Background: an optimization exercise with open tools, aiming at small area and few clock cycles per item. Do not read the settings as production practice.
In this exercise RTL edits were held to simulation tests only and were not proved equivalent to the original.

== job 9262 ==
Design mant_mult_foil_pipe, start of the top module:
module mant_mult_foil_pipe
#(
  parameter int EW = 8,
  parameter int MW = 23,
  parameter int K  = 9
) (
  input  logic               clk,
  input  logic               rst,
  input  logic               in_valid,
  output logic               in_ready,
  input  logic [EW+MW-1:0]   a_operand,
  input  logic [EW+MW-1:0]   b_operand,
  input  logic               approx_en,
  output logic               out_valid,
  input  logic               out_ready,
  output logic               normalised,
  output logic [MW-1:0]      product_mantissa,
  output logic               round_carry
);
  localparam int PW = 2 * MW + 2;
  logic [MW-1:0] ma, mb;
  logic          ha, hb;
  assign ma = a_operand[MW-1:0];
  assign mb = b_operand[MW-1:0];
  assign ha = |a_operand[EW+MW-1:MW];
  assign hb = |b_operand[EW+MW-1:MW];
  logic [PW-1:0] p, p_n, sum_n, car_n;
  logic          norm, lsb, guard, sticky;
  ...
Size: roughly 1,700 cells after synthesis, about 16,000 sq um of cells after synthesis.
clock: 12.0 ns
lec_check: 0
cap_margin: 20
core_margin: 2
core_utilization: 60
cts_buf_list: sky130_fd_sc_hd__clkbuf_8
slew_margin: 20
synth_hierarchical: 1
synth_minimum_keep_size: 0
standard.sh (not shown) runs the stock make flow with config.mk's settings and CLKGATE_MAP_FILE= SYNTH_SCRIPT=/design/flow/synth_recipe.tcl, a recipe that flattens the netlist after the stock synthesis.
==> flow/flow/run.sh <==
#!/bin/bash
# Standard layout, with the port buffers inserted as the smallest buffer
# (the resizer still upsizes or buffers them where timing or slew needs it), and
# timing-driven global placement not keeping the buffers its early, coarse
# repair_design passes insert (repair_design after placement adds what is needed).
export BUFFER_PORTS_ARGS="-buffer_cell sky130_fd_sc_hd__buf_1"
export GPL_KEEP_OVERFLOW=0
bash standard.sh > standard.log 2>&1
Job 9262 finished end to end and its layout was clean on timing, DRC and antenna.
Testbench counts of job 9262, summed over its fixed seeds: cycles 16,008, items 16,000.
--- input diff job 9262..job 7561 ---
# job 9262
export LEC_CHECK = 0
export CAP_MARGIN = 20
export CORE_MARGIN = 2
export CORE_UTILIZATION = 60
export CTS_BUF_LIST = sky130_fd_sc_hd__clkbuf_8
export SLEW_MARGIN = 20
export SYNTH_HIERARCHICAL = 1
export SYNTH_MINIMUM_KEEP_SIZE = 0
create_clock -name core_clock -period 12.0 [get_ports {clk}]
# job 7561
export LEC_CHECK = 0
export CAP_MARGIN = 20
export CORE_MARGIN = 2
export CORE_UTILIZATION = 75
export CTS_BUF_LIST = sky130_fd_sc_hd__clkbuf_8
export SLEW_MARGIN = 20
export SYNTH_HIERARCHICAL = 1
export SYNTH_MINIMUM_KEEP_SIZE = 0
create_clock -name core_clock -period 12.0 [get_ports {clk}]
==> flow/flow/run.sh <==
#!/bin/bash
# Standard layout, with the port buffers inserted as the smallest buffer
# (the resizer still upsizes or buffers them where timing or slew needs it).
export BUFFER_PORTS_ARGS="-buffer_cell sky130_fd_sc_hd__buf_1"
bash standard.sh > standard.log 2>&1
==> notes.md <==
Across both runs, area growth from synthesis to layout was lower for job 7561 than for job 9262. Looking at routed wire length across job 9262 and job 7561, the one that comes out higher is job 9262. Reported for job 9262 and job 7561, share of synthesized area occupied by flip-flops and latches turned out identical to the last digit.
#### Input delta (job 1210 over job 7561)
# job 7561
export LEC_CHECK = 0
export CAP_MARGIN = 20
export CORE_MARGIN = 2
export CORE_UTILIZATION = 75
export CTS_BUF_LIST = sky130_fd_sc_hd__clkbuf_8
export SLEW_MARGIN = 20
export SYNTH_HIERARCHICAL = 1
export SYNTH_MINIMUM_KEEP_SIZE = 0
create_clock -name core_clock -period 12.0 [get_ports {clk}]
# job 1210
export LEC_CHECK = 0
export CAP_MARGIN = 20
export CORE_MARGIN = 2
export CORE_UTILIZATION = 40
export GPL_TIMING_DRIVEN = 0
export SLEW_MARGIN = 20
export SYNTH_HIERARCHICAL = 1
export SYNTH_MINIMUM_KEEP_SIZE = 0
create_clock -name core_clock -period 12.0 [get_ports {clk}]
==> flow/flow/run.sh <==
#!/bin/bash
# Standard layout, with the port buffers inserted as the smallest buffer
# (the resizer still upsizes or buffers them where timing or slew needs it),
# and the synthesis buffers removed at floorplan instead of at global placement.
export BUFFER_PORTS_ARGS="-buffer_cell sky130_fd_sc_hd__buf_1"
export REMOVE_ABC_BUFFERS=1
bash standard.sh > standard.log 2>&1
Results
Higher die boundary height goes to job 1210 over job 7561. Relative to job 7561, job 1210 degrades final design area excluding fillers. Job 7561 ended up with fa_1 as its library cell contributing the largest single delay on the critical path; job 1210 ended up with or4b_4. Post-cts repair resize count is higher on job 1210. Higher critical path depth was reported by job 1210, not job 7561. The run showing the greater final cycle utilization of the critical path is job 1210.
Input changes introduced in job 6541 (baseline for comparison: job 1210):
# job 1210
export LEC_CHECK = 0
export CAP_MARGIN = 20
export CORE_MARGIN = 2
export CORE_UTILIZATION = 40
export GPL_TIMING_DRIVEN = 0
export SLEW_MARGIN = 20
export SYNTH_HIERARCHICAL = 1
export SYNTH_MINIMUM_KEEP_SIZE = 0
create_clock -name core_clock -period 12.0 [get_ports {clk}]
# job 6541
export LEC_CHECK = 0
export CAP_MARGIN = 20
export CORE_MARGIN = 2
export CORE_UTILIZATION = 60
export CTS_BUF_LIST = sky130_fd_sc_hd__clkbuf_8
export PLACE_DENSITY = 0.45
export SLEW_MARGIN = 20
export SYNTH_HIERARCHICAL = 1
export SYNTH_MINIMUM_KEEP_SIZE = 0
create_clock -name core_clock -period 12.0 [get_ports {clk}]
==> flow/flow/run.sh <==
#!/bin/bash
# Standard layout, with the port buffers inserted as the smallest buffer
# (the resizer still upsizes or buffers them where timing or slew needs it).
export BUFFER_PORTS_ARGS="-buffer_cell sky130_fd_sc_hd__buf_1"
bash standard.sh > standard.log 2>&1
Notes after the runs:
Job 6541 completed every stage of the flow, and the final layout passed the timing, design-rule and antenna checks. Job 6541 vs. job 1210: well tap count saw a decrease, via count saw an increase. | post-route fraction of the period consumed by the critical path | higher: job 1210 |. Compared with job 1210, in job 6541 mean routed wirelength per cell went up by 16%, combined area of the multi-input logic cells fell by 1.3%, global-route total usage across every layer increased by 15 points relative to the old numbers, non-clock buffering overhead in the final layout rose 0.21 points. Job 6541 against job 1210: sequential fraction of total cell area shows no meaningful change; cell count down 162.

[what the ideal ports hide]
Ports are ideal in the flow. The routed layouts listed here were re-timed in OpenROAD. Step 1: set_driving_cell puts a clkbuf_16 on clk and a buf_2 on each other input, an assumption about the parent block. Step 2, shift: input delay + t, output delay - t, t = (earliest + latest rising clock arrival at the registers) / 2. This alone moves slack from input paths to output paths. Three values: no drivers, after step 1, after step 2; two values: the first two.
run | t, ns | slack for setup (ns) | worst hold slack (ns) | latest minus earliest clock arrival (ns)
job 9262 | 0.288 | 0.464 / 0.471 / 0.183 | 0.963 / 0.963 / 0.963 | 0.009 / 0.009
job 7561 | 0.292 | 0.586 / 0.589 / 0.297 | 0.997 / 0.997 / 0.997 | 0.006 / 0.007
job 1210 | 0.335 | 0.280 / 0.290 / -0.044 | 0.687 / 0.687 / 0.687 | 0.007 / 0.007
job 6541 | 0.285 | 0.806 / 0.809 / 0.524 | 0.954 / 0.954 / 0.954 | 0.002 / 0.001
Met with ideal ports but missed after step 2: setup timing in job 1210. The setup slack of job 1210, which loses most, moves by +0.010 ns with the drivers and by -0.324 ns with both steps.
